From an optimization exercise on the open Yosys and OpenROAD flow, aimed at small area; shortcuts taken in it are not production practice. Function was checked by simulation only, so behaviour that the tests miss may differ from the original. Power is estimated from default activity; no workload was simulated.

`flow/design.v`:
```
`default_nettype none
package pacmanPkg;
  localparam int hVisible = 640;
  localparam int hFront = 16;
  localparam int hSync = 96;
  localparam int hBack = 48;
  localparam int hTotal = hVisible + hFront + hSync + hBack;
  localparam int vVisible = 480;
  localparam int vFront = 10;
  localparam int vSync = 2;
  localparam int vBack = 33;
  localparam int vTotal = vVisible + vFront + vSync + vBack;
  localparam int posBits = 10;      
  localparam int cellShift = 4;
  localparam int gridBits = 5;
  localparam int gridMax = 27;      
  localparam int powerUpX0 = 2;
  localparam int powerUpX1 = 27;
  localparam int powerUpY0 = 4;
  localparam int powerUpY1 = 24;
  localparam int ghostCount = 3;
  localparam int rotBits = 2;
  localparam int aiBits = 4;
  localparam int ghostBits = 2 * gridBits + rotBits + aiBits;  
  localparam int regAddrBits = 6;
  localparam int regDataBits = 16;
  localparam int regGhostStride = 4;  
  localparam logic [regAddrBits-1:0] regGhostBase = 6'd8;
  localparam logic [regAddrBits-1:0] regFrameSync = 6'd32;
  localparam logic [regAddrBits-1:0] regPelletX = 6'd33;
  localparam logic [regAddrBits-1:0] regPelletY = 6'd34;
  localparam logic [regAddrBits-1:0] regPelletClear = 6'd35;
  localparam logic [regAddrBits-1:0] regPelletData = 6'd51;  
  localparam logic [aiBits-1:0] aiChase = 4'd0;
  localparam logic [aiBits-1:0] aiScatter = 4'd1;
  localparam logic [aiBits-1:0] aiFrightened = 4'd3;
  localparam logic [aiBits-1:0] aiRespawn = 4'd4;
  typedef logic [2:0] colorT;
  localparam colorT colBlack = 3'd0;   
  localparam colorT colBlue = 3'd1;
  localparam colorT colCyan = 3'd3;
  localparam colorT colRed = 3'd4;
  localparam colorT colPink = 3'd5;
  localparam colorT colPellet = 3'd6;  
  localparam colorT colWhite = 3'd7;
  typedef struct packed {
    logic [posBits-1:0] hPos;
    logic [posBits-1:0] vPos;
    logic displayOn;
  } pixelPosT;
  typedef struct packed {
    logic en;
    logic [regAddrBits-1:0] addr;
    logic [regDataBits-1:0] data;
  } regWriteT;
  typedef struct packed {
    logic [gridBits-1:0] x;
    logic [gridBits-1:0] y;
  } cellT;
  typedef struct packed {
    cellT pos;
    logic [rotBits-1:0] rot;
    logic [aiBits-1:0] ai;
  } ghostStateT;
endpackage
`default_nettype wire
`timescale 1ns/100ps
`default_nettype none
import pacmanPkg::*;
module videoTiming (
  input  wire logic clk,
  input  wire logic rstN,
  output pacmanPkg::pixelPosT pix,
  output logic frameStart,
  output logic hsync,
  output logic vsync
);
  localparam int hSyncStart = hVisible + hFront;
  localparam int vSyncStart = vVisible + vFront;
  logic [posBits-1:0] hPos;
  logic [posBits-1:0] vPos;
  always_ff @(posedge clk or negedge rstN) begin
    if (!rstN) begin
      hPos <= '0;
      vPos <= '0;
    end else if (hPos == posBits'(hTotal - 1)) begin
      hPos <= '0;
      vPos <= (vPos == posBits'(vTotal - 1)) ? '0 : vPos + 1'b1;
    end else begin
      hPos <= hPos + 1'b1;
    end
  end
  always_comb begin
    pix.hPos = hPos;
    pix.vPos = vPos;
    pix.displayOn = (hPos < hVisible) && (vPos < vVisible);
    hsync = !((hPos >= hSyncStart) && (hPos < hSyncStart + hSync));  
    vsync = !((vPos >= vSyncStart) && (vPos < vSyncStart + vSync));
    frameStart = (hPos == '0) && (vPos == posBits'(vVisible));
  end
endmodule
`default_nettype wire
`timescale 1ns/100ps
`default_nettype none
import pacmanPkg::*;
module gameRegs (
  input  wire logic clk,
  input  wire logic rstN,
  input  wire logic frameStart,
  input  wire logic pelletHere,
  input  wire logic powerUpHere,
  input  wire pacmanPkg::regWriteT regWrite,
  input  wire logic [pacmanPkg::regAddrBits-1:0] regAddr,
  output logic [pacmanPkg::regDataBits-1:0] regRdata,
  output logic [pacmanPkg::ghostCount*pacmanPkg::ghostBits-1:0] ghost,  
  output pacmanPkg::cellT pelletCursor,
  output logic pelletClear
);
  localparam int fieldX = 0;
  localparam int fieldY = 1;
  localparam int fieldRot = 2;
  localparam int fieldAi = 3;
  logic [ghostCount*regGhostStride*regDataBits-1:0] ghostReg;
  logic [regDataBits-1:0] pelletX;
  logic [regDataBits-1:0] pelletY;
  logic frameSync;
  logic [regDataBits-1:0] rdNext;
  function automatic int regIndex(input int n, input int f);
    regIndex = (regGhostStride * n + f) * regDataBits;
  endfunction
  function automatic logic [regAddrBits-1:0] ghostAddr(input int n, input int f);
    ghostAddr = regAddrBits'(regGhostBase + regGhostStride * n + f);
  endfunction
  always_ff @(posedge clk or negedge rstN) begin
    if (!rstN) begin
      ghostReg <= '0;
      pelletX <= '0;
      pelletY <= '0;
    end else if (regWrite.en) begin
      for (int n = 0; n < ghostCount; n++) begin
        for (int f = 0; f < regGhostStride; f++) begin
          if (regWrite.addr == ghostAddr(n, f)) ghostReg[regIndex(n, f) +: regDataBits] <= regWrite.data;
        end
      end
      if (regWrite.addr == regPelletX) pelletX <= regWrite.data;
      if (regWrite.addr == regPelletY) pelletY <= regWrite.data;
    end
  end
  always_ff @(posedge clk or negedge rstN) begin
    if (!rstN) begin
      frameSync <= 1'b0;
      pelletClear <= 1'b0;
    end else begin
      if (frameStart) begin
        frameSync <= 1'b1;  
      end else if (regWrite.en && regWrite.addr == regFrameSync) begin
        frameSync <= regWrite.data[0];
      end
      pelletClear <= regWrite.en && (regWrite.addr == regPelletClear) && regWrite.data[0];
    end
  end
  always_comb begin
    rdNext = '0;
    for (int n = 0; n < ghostCount; n++) begin
      for (int f = 0; f < regGhostStride; f++) begin
        if (regAddr == ghostAddr(n, f)) rdNext = ghostReg[regIndex(n, f) +: regDataBits];
      end
    end
    case (regAddr)
      regPelletX: rdNext = pelletX;
      regPelletY: rdNext = pelletY;
      regFrameSync: rdNext = regDataBits'(frameSync);
      regPelletData: rdNext = regDataBits'({powerUpHere, pelletHere});
      default: ;
    endcase
  end
  always_ff @(posedge clk or negedge rstN) begin
    if (!rstN) regRdata <= '0;
    else regRdata <= rdNext;
  end
  always_comb begin
    for (int n = 0; n < ghostCount; n++) begin
      ghost[n*ghostBits +: ghostBits] = {ghostReg[regIndex(n, fieldX) +: gridBits], ghostReg[regIndex(n, fieldY) +: gridBits],
                  ghostReg[regIndex(n, fieldRot) +: rotBits], ghostReg[regIndex(n, fieldAi) +: aiBits]};
    end
    pelletCursor.x = pelletX[gridBits-1:0];
    pelletCursor.y = pelletY[gridBits-1:0];
  end
endmodule
`default_nettype wire
`timescale 1ns/100ps
`default_nettype none
import pacmanPkg::*;
module pelletStore (
  input  wire logic clk,
  input  wire logic rstN,
  input  wire pacmanPkg::pixelPosT pix,
  input  wire pacmanPkg::cellT pelletCursor,
  input  wire logic pelletClear,
  output logic pelletHere,
  output logic powerUpHere,
  output pacmanPkg::colorT color
);
  localparam int gridCells = 1 << gridBits;
  localparam int dotLo = 7;
  localparam int dotHi = 8;
  localparam int powerLo = 5;
  localparam int powerHi = 10;
  logic [gridCells-1:0][gridCells-1:0] grid;  
  pacmanPkg::cellT pixCell;
  logic [cellShift-1:0] offX;
  logic [cellShift-1:0] offY;
  logic onGrid;
  logic inDot;
  function automatic logic isPlayable(input int x, input int y);
    isPlayable = (x >= 1) && (x <= gridMax) && (y >= 1) && (y <= gridMax);
  endfunction
  function automatic logic isPowerUpCell(input pacmanPkg::cellT c);
    isPowerUpCell = (c.x == powerUpX0 || c.x == powerUpX1) && (c.y == powerUpY0 || c.y == powerUpY1);
  endfunction
  always_ff @(posedge clk or negedge rstN) begin
    if (!rstN) begin
      for (int y = 0; y < gridCells; y++) begin
        for (int x = 0; x < gridCells; x++) begin
          grid[y][x] <= isPlayable(x, y);
        end
      end
    end else if (pelletClear) begin
      grid[pelletCursor.y][pelletCursor.x] <= 1'b0;
    end
  end
  always_comb begin
    pelletHere = grid[pelletCursor.y][pelletCursor.x];
    powerUpHere = pelletHere && isPowerUpCell(pelletCursor);
  end
  always_comb begin
    pixCell.x = pix.hPos[cellShift +: gridBits];
    pixCell.y = pix.vPos[cellShift +: gridBits];
    offX = pix.hPos[cellShift-1:0];
    offY = pix.vPos[cellShift-1:0];
    onGrid = ((pix.hPos >> (cellShift + gridBits)) == '0) &&
             ((pix.vPos >> (cellShift + gridBits)) == '0);
    if (isPowerUpCell(pixCell)) begin
      inDot = (offX >= powerLo) && (offX <= powerHi) && (offY >= powerLo) && (offY <= powerHi);
    end else begin
      inDot = (offX >= dotLo) && (offX <= dotHi) && (offY >= dotLo) && (offY <= dotHi);
    end
    color = (onGrid && inDot && grid[pixCell.y][pixCell.x]) ? colPellet : colBlack;
  end
endmodule
`default_nettype wire
`timescale 1ns/100ps
`default_nettype none
import pacmanPkg::*;
module ghostRenderer #(
  parameter pacmanPkg::colorT bodyColor = pacmanPkg::colRed
) (
  input  wire pacmanPkg::pixelPosT pix,
  input  wire pacmanPkg::ghostStateT ghost,
  output pacmanPkg::colorT color
);
  localparam int bodyTop = 2;
  localparam int bodyBottom = 15;
  localparam int bodyLeft = 1;
  localparam int bodyRight = 14;
  localparam int eyeTop = 4;
  localparam int eyeBottom = 6;
  localparam int leftEyeLo = 3;
  localparam int leftEyeHi = 5;
  localparam int rightEyeLo = 10;
  localparam int rightEyeHi = 12;
  logic inCell;
  logic [cellShift-1:0] offX;
  logic [cellShift-1:0] offY;
  logic [cellShift-1:0] eyeX;
  logic inBody;
  logic inEye;
  pacmanPkg::colorT bodyShade;
  always_comb begin
    inCell = ((pix.hPos >> cellShift) == posBits'(ghost.pos.x)) &&
             ((pix.vPos >> cellShift) == posBits'(ghost.pos.y));
    offX = pix.hPos[cellShift-1:0];
    offY = pix.vPos[cellShift-1:0];
    eyeX = offX - cellShift'(ghost.rot[0]);  
    inBody = (offY >= bodyTop) && (offY <= bodyBottom) &&
             (offX >= bodyLeft) && (offX <= bodyRight);
    inEye = (offY >= eyeTop) && (offY <= eyeBottom) &&
            (((eyeX >= leftEyeLo) && (eyeX <= leftEyeHi)) ||
             ((eyeX >= rightEyeLo) && (eyeX <= rightEyeHi)));
    case (ghost.ai)
      aiFrightened: bodyShade = colBlue;
      aiRespawn: bodyShade = colBlack;  
      default: bodyShade = bodyColor;
    endcase
    if (!inCell) begin
      color = colBlack;
    end else if (inEye) begin
      color = colWhite;
    end else if (inBody) begin
      color = bodyShade;
    end else begin
      color = colBlack;
    end
  end
endmodule
`default_nettype wire
`timescale 1ns/100ps
`default_nettype none
import pacmanPkg::*;
module colorMixer (
  input  wire logic clk,
  input  wire logic rstN,
  input  wire pacmanPkg::pixelPosT pix,
  input  wire logic [pacmanPkg::ghostCount*3-1:0] ghostColor,  
  input  wire pacmanPkg::colorT pelletColor,
  output pacmanPkg::colorT rgb
);
  pacmanPkg::colorT mixed;
  always_comb begin
    mixed = pelletColor;
    for (int n = ghostCount - 1; n >= 0; n--) begin
      if (ghostColor[n*3 +: 3] != colBlack) mixed = ghostColor[n*3 +: 3];
    end
    if (!pix.displayOn) mixed = colBlack;
  end
  always_ff @(posedge clk or negedge rstN) begin
    if (!rstN) rgb <= colBlack;
    else rgb <= mixed;
  end
endmodule
`default_nettype wire
`timescale 1ns/100ps
`default_nettype none
import pacmanPkg::*;
module pacmanVideoTop (
  input  wire logic clk,
  input  wire logic rstN,
  input  wire pacmanPkg::regWriteT regWrite,
  input  wire logic [pacmanPkg::regAddrBits-1:0] regAddr,
  output logic [pacmanPkg::regDataBits-1:0] regRdata,
  output logic hsync,
  output logic vsync,
  output pacmanPkg::colorT rgb
);
  pacmanPkg::pixelPosT pix;
  logic frameStart;
  logic [ghostCount*ghostBits-1:0] ghost;  
  pacmanPkg::cellT pelletCursor;
  logic pelletClear;
  logic pelletHere;
  logic powerUpHere;
  logic [ghostCount*3-1:0] ghostColor;  
  pacmanPkg::colorT pelletColor;
  videoTiming timing0 (.clk, .rstN, .pix, .frameStart, .hsync, .vsync);
  gameRegs regs0 (
    .clk, .rstN, .frameStart, .pelletHere, .powerUpHere,
    .regWrite, .regAddr, .regRdata,
    .ghost, .pelletCursor, .pelletClear
  );
  pelletStore pellets0 (
    .clk, .rstN, .pix, .pelletCursor, .pelletClear,
    .pelletHere, .powerUpHere, .color(pelletColor)
  );
  ghostRenderer #(.bodyColor(colRed)) ghost0 (
    .pix, .ghost(ghost[0*ghostBits +: ghostBits]), .color(ghostColor[0*3 +: 3])
  );
  ghostRenderer #(.bodyColor(colPink)) ghost1 (
    .pix, .ghost(ghost[1*ghostBits +: ghostBits]), .color(ghostColor[1*3 +: 3])
  );
  ghostRenderer #(.bodyColor(colCyan)) ghost2 (
    .pix, .ghost(ghost[2*ghostBits +: ghostBits]), .color(ghostColor[2*3 +: 3])
  );
  colorMixer mixer0 (.clk, .rstN, .pix, .ghostColor, .pelletColor, .rgb);
endmodule
`default_nettype wire
```
`flow/run.sh`:
```
#!/bin/bash
# synth_recipe.tcl (not shown) runs the flow's synth.tcl, then flattens the netlist and writes it again
# the make line also repeats each setting of config.mk as NAME=value (left out here)
make -C /OpenROAD-flow-scripts/flow DESIGN_CONFIG=/design/flow/config.mk WORK_HOME=/design/flow/orfs CLKGATE_MAP_FILE= SYNTH_SCRIPT=/design/flow/synth_recipe.tcl finish
```
`flow/config.mk`:
```
export PLATFORM = sky130hd
export DESIGN_NAME = pacmanVideoTop
export DESIGN_NICKNAME = pacmanVideoTop
export VERILOG_FILES = /design/flow/design.v
export SDC_FILE = /design/flow/constraint.sdc
export NUM_CORES = 4
export LEC_CHECK = 0
export CAP_MARGIN = 20
export CORE_MARGIN = 2
export CORE_UTILIZATION = 40
export SLEW_MARGIN = 20
```
`flow/constraint.sdc`:
```
create_clock -name core_clock -period 10.0 [get_ports {clk}]
set_input_delay 2.0000 -clock core_clock [delete_from_list [all_inputs] [get_ports {clk}]]
set_output_delay 2.0000 -clock core_clock [all_outputs]
set_load 0.01 [all_outputs]
```
==> impl_metrics.tcl, run 1 <==
set metrics [dict create \
    outcome "finished clean" \
    grt_setup_unrepaired "no" \
    cp_slowest_cell "o311ai_0" \
    ys.warnings.count 7 \
    nets 4986 \
    drt_wl_total_um 233000 \
    grt_use_total_pct 27.6 \
    first_global_vias 48400 \
    gp_congestion 0.962 \
    cts_resized 0 \
    final.period_utilization_pct 56.1 \
    clockPowerShare_pct 43.8 \
    yosys_register_bits 1289 \
    timing.clock.skew_ns 0.0268 \
    pwr-share-comb_pct 12.6 \
    crit_arrival_ns 6.31 \
    clock_latency_ns 0.82 \
    setup_violations 0 \
    cts_buffer_depth 3 \
    gr-total-overflow 0 \
    synthFlopType "dfstp_2" \
    routedWlPerCell_um 32.1 \
    fin_crit_ns 5.61 \
    netSwitchingFraction_pct 28.3 \
    grt_max_degree 174 \
    worstPathCellList "buf_4, inv_4, buf_4, buf_4, mux2i_1, o21ai_0, o21ai_0, o311ai_0, a221o_1, and4_1, a31oi_1, o211ai_1" \
    p_sw_mw 3.54 \
    path_class "reg2reg" \
    slew_headroom_pct 13.8 \
    hold_depth 1 \
    synth_area_per_cell_um2 13.1 \
    num_rows 149 \
    clkSinkCount 1289 \
    pwr-share-seq_pct 43.6 \
    ios 52 \
    cts_tree "yes" \
    antenna_found_initial 13 \
    final_util_pct 44.6 \
    hold_path.class "reg2reg" \
    syn-cell-area_um2 66000 \
    slew_viol_final 0 \
    synthCells 5042 \
    critical_path.max_stage_delay_ns 0.88 \
    crit_fanout 27 \
    dr_total_vias 47100 \
    io_buffers 51 \
    drt_iter0_drc 5413 \
    fin_ws_ns 4.39 \
    required_ns 10.71 \
    via_per_inst 6.50 \
    synth_fp_nets 5090 \
    async_flop_share_pct 100 \
    drive_gt1_share_pct 36.7 \
    ff2ff_path_depth 12 \
    fillCellCount 14900 \
    leakage_nw 28.5 \
    tns_ns 0 \
    die_h_um 410 \
    cts_setup_buffers 0 \
    pwr_density_cell_nw_per_um2 171 \
    dp_hpwl_um 144000 \
    grt_pass1_wl_um 343000 \
    cts-root-buf "clkbuf_16" \
    fmax_mhz 178 \
    chipWidth_um 410 \
    core_um2 164000 \
    ir_drop_v 0.000174 \
    dp_slack_ns 4.24 \
    start_util_pct 40.1 \
    max_cap_violations 0 \
    clkTransAtPathRegs_ns 0.06 \
    drc 0 \
    cts_inserted_buffers 143 \
    synth_seq_area_share_pct 50.3 \
    holdBufCountCts 0 \
    intPower_mw 8.98 \
    r2r_slack_ns 4.39 \
    worstMarginPinSlew_ns 1.29 \
    yosys.cell_types.count 85 \
    htree_levels 4 \
    hold_violations 0 \
    startpoint_type "register" \
    antenna_left 0 \
    cp-end-kind "register" \
    synth-edff-count 0 \
    firstDrtPassIters 6 \
    dieArea_um2 168000 \
    syn2layout_area_growth_pct 11.3 \
    cp_common_cell "buf_4" \
]
==> layer usage <==
layer,up-vias,part of all wire [%],track usage [%]
met4,12,5.3,13.7
met5,-,0.034,0
met3,673,9.4,7.51
li1,18900,-,-
met2,2433,45,41.4
met1,25100,41,36.9
==> power by group through the flow <==
stage          clock (mW)  combinational [mW]  sequential, mW
2_1_floorplan           0               0.827            5.49
3_3_place_gp            0                1.51            5.53
3_5_place_dp            0                1.53            5.54
4_1_cts              5.55                1.53            5.45
5_1_grt              5.78                1.62            5.47
6_report             5.49                1.58            5.45
==> synth_stat cells (25+ instances only) <==
master    number  share of area, %
buf_4         39              0.44
o22ai_1       56              0.53
nor3_1        54              0.41
mux2_2       269               4.6
a22oi_1       60              0.68
buf_2         72              0.55
nor2_1       192               1.1
dfrtp_1      560                21
a21boi_0     798               9.1
nand3_1       50              0.38
buf_6         29              0.50
a221oi_1      40              0.53
clkbuf_1     281               1.6
mux2i_1      269               4.1
o221ai_1      45              0.60
o21ai_0       69              0.52
xnor2_1       46              0.61
mux4_2       423                14
dfstp_2      729                29
o21a_1       233               2.7
nand4_1       25              0.24
a21oi_1       67              0.51
nand2_1      289               1.6
==> layout by cell type (no fill, tap or decap), types with 13 or more instances in the layout <==
master and n:
nor2_1 166, o22ai_1 56, mux4_2 423, o221ai_1 45, inv_1 21, nor3_1 47, a221oi_1 40, clkbuf_8 25
nor2_2 18, xnor2_1 46, a211oi_1 16, nand2_1 287, clkbuf_1 41, a21oi_1 67, nand4_1 25, nor2b_1 17
buf_4 124, ha_1 17, o21ai_0 69, a31oi_1 22, nand3_1 50, a22oi_1 60, clkdlybuf4s50_1 48, dfstp_2 729
dfrtp_1 550, o21a_1 233, nand2b_1 18, mux2_2 269, mux2i_1 269, a2111oi_0 13, clkbuf_16 148, clkinv_2 24
a21boi_0 798
==> worst max-delay path, delay by kind of cell (launching register included) <==
family	cells	cell delay, ns
compound gates	6	2.37
buf+inv	4	1.94
flops	1	0.58
mux	1	0.24
simple gates	1	0.33
==> logic make-up (layout without fill, tap and decap cells) <==
logic type      count (synthesis)  in the layout  share of synthesized area [%]
xor+xnor                       58             58                          0.770
flops                        1289           1289                           50.3
buf+inv                       464            474                           3.42
other cells                     0              4                              0
simple gates                  737            737                           5.09
fa+ha+maj                      17             17                          0.322
compound gates               1515           1515                           17.0
mux                           962            962                           23.1
==> registers in the layout (all words and copies together) (netlist names) <==
register	flops
pellets0.grid	1024
timing0.vPos	10
regs0.pelletY	16
regs0.pelletClear	1
mixer0.rgb	3
regs0.ghostReg	192
timing0.hPos	10
regs0.regRdata	16
regs0.frameSync	1
regs0.pelletX	16
==> worst paths after layout <==
path,from,endpoint
max,regs0.pelletX[2],regs0.regRdata[1]
min,pellets0.grid[399],pellets0.grid[399]
max reg2reg,regs0.pelletX[2],regs0.regRdata[1]
min reg2reg,pellets0.grid[399],pellets0.grid[399]
max in group asynchronous,rstN,regs0.ghostReg[137]
min in group asynchronous,rstN,pellets0.grid[956]
==> layout make-up <==
type / instances / area, um2 / area share [%]
clock inverters: 45 / 607 / 0.827
diodes: 4 / 10.0 / 0.0136
multi-input cells: 3289 / 30800 / 41.9
clock buffers: 214 / 4200 / 5.72
inverters: 23 / 88.8 / 0.121
flip-flops and latches: 1289 / 33200 / 45.2
well taps: 2189 / 2740 / 3.73
repair buffers: 192 / 1800 / 2.45
==> through the flow <==
step / hold slack (ns) / cells / power (mW) / instance area, um2
2_1_floorplan: 0.437 / 5042 / 6.32 / 66000
3_3_place_gp: 0.448 / 6973 / 7.04 / 68400
3_5_place_dp: 0.455 / 6979 / 7.07 / 68500
4_1_cts: 0.464 / 7238 / 12.5 / 73300
5_1_grt: 0.470 / 7241 / 12.9 / 73400
6_report: 0.463 / 7245 / 12.5 / 73400
==> inputs of run 2 (changes only) <==
--- a/flow/design.v
+++ b/flow/design.v
@@ -75,17 +75,19 @@
   output logic hsync,
   output logic vsync
 );
-  localparam int hSyncStart = hVisible + hFront;
-  localparam int vSyncStart = vVisible + vFront;
   logic [posBits-1:0] hPos;
   logic [posBits-1:0] vPos;
+  logic hEnd;
+  logic vEnd;
+  assign hEnd = hPos[9] & hPos[8] & hPos[4] & hPos[3] & hPos[2] & hPos[1] & hPos[0];  
+  assign vEnd = vPos[9] & vPos[3] & vPos[2];  
   always_ff @(posedge clk or negedge rstN) begin
     if (!rstN) begin
       hPos <= '0;
       vPos <= '0;
-    end else if (hPos == posBits'(hTotal - 1)) begin
+    end else if (hEnd) begin
       hPos <= '0;
-      vPos <= (vPos == posBits'(vTotal - 1)) ? '0 : vPos + 1'b1;
+      vPos <= vEnd ? '0 : vPos + 1'b1;
     end else begin
       hPos <= hPos + 1'b1;
     end
@@ -94,8 +96,8 @@
     pix.hPos = hPos;
     pix.vPos = vPos;
     pix.displayOn = (hPos < hVisible) && (vPos < vVisible);
-    hsync = !((hPos >= hSyncStart) && (hPos < hSyncStart + hSync));  
-    vsync = !((vPos >= vSyncStart) && (vPos < vSyncStart + vSync));
+    hsync = !((hPos >= 656) && (hPos < 752));
+    vsync = !((vPos >= 490) && (vPos < 492));
     frameStart = (hPos == '0) && (vPos == posBits'(vVisible));
   end
 endmodule
@@ -116,41 +118,34 @@
   output pacmanPkg::cellT pelletCursor,
   output logic pelletClear
 );
-  localparam int fieldX = 0;
-  localparam int fieldY = 1;
-  localparam int fieldRot = 2;
-  localparam int fieldAi = 3;
-  logic [ghostCount*regGhostStride*regDataBits-1:0] ghostReg;
-  logic [regDataBits-1:0] pelletX;
-  logic [regDataBits-1:0] pelletY;
+  localparam int nRegs = 14;  
+  logic [nRegs*regDataBits-1:0] regQ;  
+  logic [nRegs-1:0] written;
+  logic [nRegs-1:0] wrSel;
+  logic [nRegs-1:0] rdSel;
   logic frameSync;
   logic [regDataBits-1:0] rdNext;
-  function automatic int regIndex(input int n, input int f);
-    regIndex = (regGhostStride * n + f) * regDataBits;
+  function automatic logic [regAddrBits-1:0] addrOf(input int i);
+    addrOf = (i < 12) ? regAddrBits'(8 + i) : regAddrBits'(33 + i - 12);
   endfunction
-  function automatic logic [regAddrBits-1:0] ghostAddr(input int n, input int f);
-    ghostAddr = regAddrBits'(regGhostBase + regGhostStride * n + f);
-  endfunction
-  always_ff @(posedge clk or negedge rstN) begin
-    if (!rstN) begin
-      ghostReg <= '0;
-      pelletX <= '0;
-      pelletY <= '0;
-    end else if (regWrite.en) begin
-      for (int n = 0; n < ghostCount; n++) begin
-        for (int f = 0; f < regGhostStride; f++) begin
-          if (regWrite.addr == ghostAddr(n, f)) ghostReg[regIndex(n, f) +: regDataBits] <= regWrite.data;
-        end
-      end
-      if (regWrite.addr == regPelletX) pelletX <= regWrite.data;
-      if (regWrite.addr == regPelletY) pelletY <= regWrite.data;
+  always_comb begin
+    for (int i = 0; i < nRegs; i++) begin
+      wrSel[i] = regWrite.en && (regWrite.addr == addrOf(i));
+      rdSel[i] = written[i] && (regAddr == addrOf(i));
+    end
+  end
+  always_ff @(posedge clk) begin
+    for (int i = 0; i < nRegs; i++) begin
+      if (wrSel[i]) regQ[i*regDataBits +: regDataBits] <= regWrite.data;
     end
   end
   always_ff @(posedge clk or negedge rstN) begin
     if (!rstN) begin
+      written <= '0;
       frameSync <= 1'b0;
       pelletClear <= 1'b0;
     end else begin
+      written <= written | wrSel;
       if (frameStart) begin
         frameSync <= 1'b1;  
       end else if (regWrite.en && regWrite.addr == regFrameSync) begin
@@ -161,18 +156,11 @@
   end
   always_comb begin
     rdNext = '0;
-    for (int n = 0; n < ghostCount; n++) begin
-      for (int f = 0; f < regGhostStride; f++) begin
-        if (regAddr == ghostAddr(n, f)) rdNext = ghostReg[regIndex(n, f) +: regDataBits];
-      end
+    for (int i = 0; i < nRegs; i++) begin
+      rdNext = rdNext | (regQ[i*regDataBits +: regDataBits] & {regDataBits{rdSel[i]}});
     end
-    case (regAddr)
-      regPelletX: rdNext = pelletX;
-      regPelletY: rdNext = pelletY;
-      regFrameSync: rdNext = regDataBits'(frameSync);
-      regPelletData: rdNext = regDataBits'({powerUpHere, pelletHere});
-      default: ;
-    endcase
+    rdNext[0] = rdNext[0] | (frameSync & (regAddr == regFrameSync)) | (pelletHere & (regAddr == regPelletData));
+    rdNext[1] = rdNext[1] | (powerUpHere & (regAddr == regPelletData));
   end
   always_ff @(posedge clk or negedge rstN) begin
     if (!rstN) regRdata <= '0;
@@ -180,11 +168,14 @@
   end
   always_comb begin
     for (int n = 0; n < ghostCount; n++) begin
-      ghost[n*ghostBits +: ghostBits] = {ghostReg[regIndex(n, fieldX) +: gridBits], ghostReg[regIndex(n, fieldY) +: gridBits],
-                  ghostReg[regIndex(n, fieldRot) +: rotBits], ghostReg[regIndex(n, fieldAi) +: aiBits]};
+      ghost[n*ghostBits +: ghostBits] = {
+        regQ[(4*n+0)*regDataBits +: gridBits] & {gridBits{written[4*n+0]}},
+        regQ[(4*n+1)*regDataBits +: gridBits] & {gridBits{written[4*n+1]}},
+        regQ[(4*n+2)*regDataBits +: rotBits] & {rotBits{written[4*n+2]}},
+        regQ[(4*n+3)*regDataBits +: aiBits] & {aiBits{written[4*n+3]}}};
     end
-    pelletCursor.x = pelletX[gridBits-1:0];
-    pelletCursor.y = pelletY[gridBits-1:0];
+    pelletCursor.x = regQ[(12)*regDataBits +: gridBits] & {gridBits{written[12]}};
+    pelletCursor.y = regQ[(13)*regDataBits +: gridBits] & {gridBits{written[13]}};
   end
 endmodule
 `default_nettype wire
@@ -201,51 +192,61 @@
   output logic powerUpHere,
   output pacmanPkg::colorT color
 );
-  localparam int gridCells = 1 << gridBits;
-  localparam int dotLo = 7;
-  localparam int dotHi = 8;
-  localparam int powerLo = 5;
-  localparam int powerHi = 10;
-  logic [gridCells-1:0][gridCells-1:0] grid;  
-  pacmanPkg::cellT pixCell;
+  localparam int n = gridMax;  
+  logic [n*n-1:0] eaten;  
+  logic gridValid;
+  logic [n-1:0] curRow, curCol, pixRow, pixCol, rowClr;
+  logic [n-1:0] curRowEaten, pixRowEaten;
+  logic curEaten, pixEaten, curPlayable, pixPlayable;
   logic [cellShift-1:0] offX;
   logic [cellShift-1:0] offY;
-  logic onGrid;
-  logic inDot;
-  function automatic logic isPlayable(input int x, input int y);
-    isPlayable = (x >= 1) && (x <= gridMax) && (y >= 1) && (y <= gridMax);
-  endfunction
-  function automatic logic isPowerUpCell(input pacmanPkg::cellT c);
-    isPowerUpCell = (c.x == powerUpX0 || c.x == powerUpX1) && (c.y == powerUpY0 || c.y == powerUpY1);
+  logic pixPower, inDot, onGrid;
+  function automatic logic isPowerUpCell(input logic [gridBits-1:0] x, input logic [gridBits-1:0] y);
+    isPowerUpCell = (x == powerUpX0 || x == powerUpX1) && (y == powerUpY0 || y == powerUpY1);
   endfunction
+  always_comb begin
+    for (int i = 0; i < n; i++) begin
+      curRow[i] = (pelletCursor.y == gridBits'(i + 1));
+      curCol[i] = (pelletCursor.x == gridBits'(i + 1));
+      pixRow[i] = (pix.vPos[cellShift +: gridBits] == gridBits'(i + 1));
+      pixCol[i] = (pix.hPos[cellShift +: gridBits] == gridBits'(i + 1));
+      rowClr[i] = pelletClear & curRow[i];
+    end
+  end
   always_ff @(posedge clk or negedge rstN) begin
-    if (!rstN) begin
-      for (int y = 0; y < gridCells; y++) begin
-        for (int x = 0; x < gridCells; x++) begin
-          grid[y][x] <= isPlayable(x, y);
-        end
+    if (!rstN) gridValid <= 1'b0;
+    else gridValid <= 1'b1;
+  end
+  always_ff @(posedge clk) begin
+    for (int y = 0; y < n; y++) begin
+      for (int x = 0; x < n; x++) begin
+        eaten[y*n + x] <= (eaten[y*n + x] & gridValid) | (rowClr[y] & curCol[x]);
       end
-    end else if (pelletClear) begin
-      grid[pelletCursor.y][pelletCursor.x] <= 1'b0;
     end
   end
   always_comb begin
-    pelletHere = grid[pelletCursor.y][pelletCursor.x];
-    powerUpHere = pelletHere && isPowerUpCell(pelletCursor);
+    for (int y = 0; y < n; y++) begin
+      curRowEaten[y] = |(eaten[y*n +: n] & curCol);
+      pixRowEaten[y] = |(eaten[y*n +: n] & pixCol);
+    end
+    curEaten = |(curRowEaten & curRow);
+    pixEaten = |(pixRowEaten & pixRow);
+    curPlayable = (|curRow) & (|curCol);
+    pixPlayable = (|pixRow) & (|pixCol);
   end
   always_comb begin
-    pixCell.x = pix.hPos[cellShift +: gridBits];
-    pixCell.y = pix.vPos[cellShift +: gridBits];
+    pelletHere = curPlayable & ~curEaten;
+    powerUpHere = pelletHere & isPowerUpCell(pelletCursor.x, pelletCursor.y);
     offX = pix.hPos[cellShift-1:0];
     offY = pix.vPos[cellShift-1:0];
-    onGrid = ((pix.hPos >> (cellShift + gridBits)) == '0) &&
-             ((pix.vPos >> (cellShift + gridBits)) == '0);
-    if (isPowerUpCell(pixCell)) begin
-      inDot = (offX >= powerLo) && (offX <= powerHi) && (offY >= powerLo) && (offY <= powerHi);
+    onGrid = !pix.hPos[posBits-1] && !pix.vPos[posBits-1];
+    pixPower = isPowerUpCell(pix.hPos[cellShift +: gridBits], pix.vPos[cellShift +: gridBits]);
+    if (pixPower) begin
+      inDot = (offX >= 5) && (offX <= 10) && (offY >= 5) && (offY <= 10);
     end else begin
-      inDot = (offX >= dotLo) && (offX <= dotHi) && (offY >= dotLo) && (offY <= dotHi);
+      inDot = (offX >= 7) && (offX <= 8) && (offY >= 7) && (offY <= 8);
     end
-    color = (onGrid && inDot && grid[pixCell.y][pixCell.x]) ? colPellet : colBlack;
+    color = (onGrid && pixPlayable && inDot && !pixEaten) ? colPellet : colBlack;
   end
 endmodule
 `default_nettype wire
==> run 2 against run 1 <==
Effect of this change: still clean; via count down 9.5%; first-iteration DRC count up 53%; final cell count down 18%; worst setup slack worse by 1.1 ns; combinational power down 88%; cell area down 32%; critical endpoint is now hsync; largest cell class unchanged.
==> impl_metrics.tcl, run 2 <==
set metrics [dict create \
    firstDrtPassIters 7 \
    gp_congestion 1.08 \
    intPower_mw 6.65 \
    pwr-share-seq_pct 48.7 \
    largest_reg_flops 729 \
    cts_tree "yes" \
    regMostFlops "pellets0.eaten" \
    drt_wl_total_um 228000 \
    worstHoldStart "pellets0.eaten[496]" \
    dr_total_vias 42700 \
    synth_most_common_cell "dfxtp_1" \
    worstMarginPinSlew_ns 1.26 \
    syn-cell-area_um2 43900 \
    hold_violations 0 \
    synth_seq_area_share_pct 51.7 \
    dp_slack_ns 4.15 \
    drt_iter0_drc 8273 \
    async_flop_share_pct 5.55 \
    cts_setup_buffers 0 \
    cp-end-kind "output pin" \
    pwr-share-comb_pct 2.3 \
    cts_resized 0 \
    start_util_pct 40.4 \
    grt_pass1_wl_um 315000 \
    via_per_inst 7.18 \
    fin_crit_ns 6.70 \
    fmax_mhz 149 \
    timing.clock.skew_ns 0.0398 \
    leakage_nw 17.7 \
    p_sw_mw 2.00 \
    netSwitchingFraction_pct 23.1 \
    final.period_utilization_pct 67.0 \
    path_class "reg2out" \
    startpoint_type "register" \
    nets 4475 \
    crit_arrival_ns 4.70 \
    grt_setup_unrepaired "no" \
    antenna_left 0 \
    whs_ns 0.479 \
    hold_path.class "reg2reg" \
    io_buffers 51 \
    ys_top_cells_by_area "dfxtp_1 33%, edfxtp_1 15%, a22o_1 8.0%" \
    synthCells 4521 \
    synth_top_cell_by_area "dfxtp_1" \
    final_cell_mix "729 x dfxtp_1, 647 x nand2_1, 503 x o21ai_0" \
    drc 0 \
    layout_commonest_cell "dfxtp_1" \
    fin_ws_ns 3.30 \
    dieArea_um2 113000 \
    ys.warnings.count 7 \
    clock_latency_ns 0.75 \
    grt_use_total_pct 39.5 \
    synth_area_per_cell_um2 9.72 \
    synth_fp_nets 4565 \
    cts_buffer_depth 3 \
    outcome "finished clean" \
    r2r_start "timing0.hPos[4]" \
    grt_max_degree 200 \
    routedWlPerCell_um 38.4 \
    rr_endpoint "mixer0.rgb[2]" \
    dp_hpwl_um 145000 \
    drive_gt1_share_pct 10.7 \
    gr-total-overflow 0 \
    yosys_register_bits 1009 \
    yosys.cell_types.count 93 \
    crit_fanout 45 \
    ios 52 \
    die_h_um 335 \
    cp-endpoint "hsync" \
    chipWidth_um 335 \
    ff2ff_path_depth 12 \
    synth_common_cells "729 x dfxtp_1, 649 x nand2_1, 503 x o21ai_0" \
    core_um2 109000 \
    largestRegisters "pellets0.eaten (729), regs0.regQ (224), regs0.regRdata (16)" \
    setup_violations 0 \
    holdBufCountCts 0 \
    slew_headroom_pct 15.9 \
    clkTransAtPathRegs_ns 0.07 \
    num_rows 121 \
    synth-edff-count 224 \
    cts-root-buf "clkbuf_16" \
    clockPowerShare_pct 49.0 \
    ir_drop_v 0.000143 \
    synth.top_cell.area_share_pct 33.2 \
    r2r_slack_ns 3.75 \
    max_cap_violations 0 \
    antenna_found_initial 16 \
    crit_start "timing0.hPos[4]" \
    slew_viol_final 0 \
    synthFlopType "dfxtp_1" \
    required_ns 8.00 \
    tns_ns 0 \
    first_global_vias 39400 \
    cts_inserted_buffers 108 \
    syn2layout_area_growth_pct 13.8 \
    clkSinkCount 1009 \
    htree_levels 3 \
    pwr_density_cell_nw_per_um2 173 \
]
run 2: cell count changes after synthesis, moves of 229 or more:
cell	change
nand2_1	+360
dfrtp_1	-504
dfxtp_1	+729
mux4_2	-420
a21boi_0	-795
a22oi_1	+314
o21ai_0	+434
o21a_1	-229
mux2_2	-254
dfstp_2	-729
a22o_1	+395
run 2: kinds of logic (layout without fill, tap and decap cells):
group / Yosys count / after routing / synth area share (%)
compound gates: 1639 / 1639 / 26.8
simple gates: 1315 / 1315 / 14.4
flops: 1009 / 1009 / 51.7
buf+inv: 426 / 427 / 3.97
mux: 91 / 91 / 2.21
xor+xnor: 27 / 27 / 0.538
fa+ha+maj: 13 / 13 / 0.370
other cells: 1 / 11 / 0.00853
run 2: area by class of cell:
class,count,area (um2)
inverters,15,56.3
clock buffers,154,3110
well taps,1414,1770
clock inverters,47,653
multi-input cells,3086,19900
flip-flops and latches,1009,22700
repair buffers,211,1740
fillers,10200,58900
diodes,10,25.0
run 2: power by group through the flow:
stage          clock (mW)  combinational, mW  sequential (mW)
2_1_floorplan           0             0.0957             4.29
3_3_place_gp            0              0.186             4.30
3_5_place_dp            0              0.187             4.30
4_1_cts              4.26              0.188             4.22
5_1_grt              4.42              0.202             4.22
6_report             4.24              0.195             4.22
run 2: how the worst min path moves through the flow:
| stage | to | slack (ns) | cells past startpoint |
|---|---|---|---|
| finish | pellets0.eaten[496] | 0.48 | 2 |
| global route | regs0.regRdata[9] | 0.50 | 2 |
| CTS | pellets0.eaten[496] | 0.48 | 2 |
| detailed placement | pellets0.eaten[496] | 0.46 | 2 |
| global placement | pellets0.eaten[150] | 0.46 | 2 |
| floorplan | pellets0.eaten[518] | 0.44 | 2 |
run 2: layer usage:
| layer | vias to the layer above | track usage [%] | share of wire, % |
|---|---|---|---|
| met2 | 3659 | 54.8 | 40 |
| li1 | 17100 | - | - |
| met3 | 1129 | 13.2 | 13 |
| met5 | - | 0 | 0.043 |
| met1 | 20800 | 51.9 | 39 |
| met4 | 14 | 26.2 | 8.1 |
run 2: critical path, stage by stage, from the launching register on:
cell and delay, ns:
dfrtp_4 0.88, buf_4 0.74, or2_1 0.92, nor2_1 0.27
a21oi_1 0.22, nand3_1 0.27, clkdlybuf4s50_1 0.59
run 2: per-stage QoR:
stage	total power, mW	instance area [um2]	std cells	util [%]
4_1_cts	8.66	49900	5936	45.9
6_report	8.65	50000	5946	45.9
2_1_floorplan	4.38	43900	4521	-
3_3_place_gp	4.49	46100	5734	42.4
5_1_grt	8.84	50000	5936	45.9
3_5_place_dp	4.49	46200	5735	42.4

==> re-timing with driven ports <==
In the flow no input, the clock included, has a driving cell. The finished layouts below were timed again as built, in two steps.
Step 1 assumes that a clkbuf_16 drives the clock port and a buf_2 every other input.
Step 2 moves the port delays by t, midway between the first and last clock arrival at a register: inputs arrive t later, outputs are due t later. That takes back most of the time a late clock gives input paths.
Three values: ideal ports, drivers, drivers and shift; two values: the first two.
run	t, ns	setup slack, ns	worst data-port slew with drivers (ns)
run 1	0.879	4.392 / 4.388 / 4.033	0.10
run 2	0.807	3.301 / 3.223 / 3.745	0.05
After both steps every run listed still meets setup and hold. The setup slack of run 1, which loses most, moves by -0.004 ns with the drivers and by -0.359 ns with both steps.
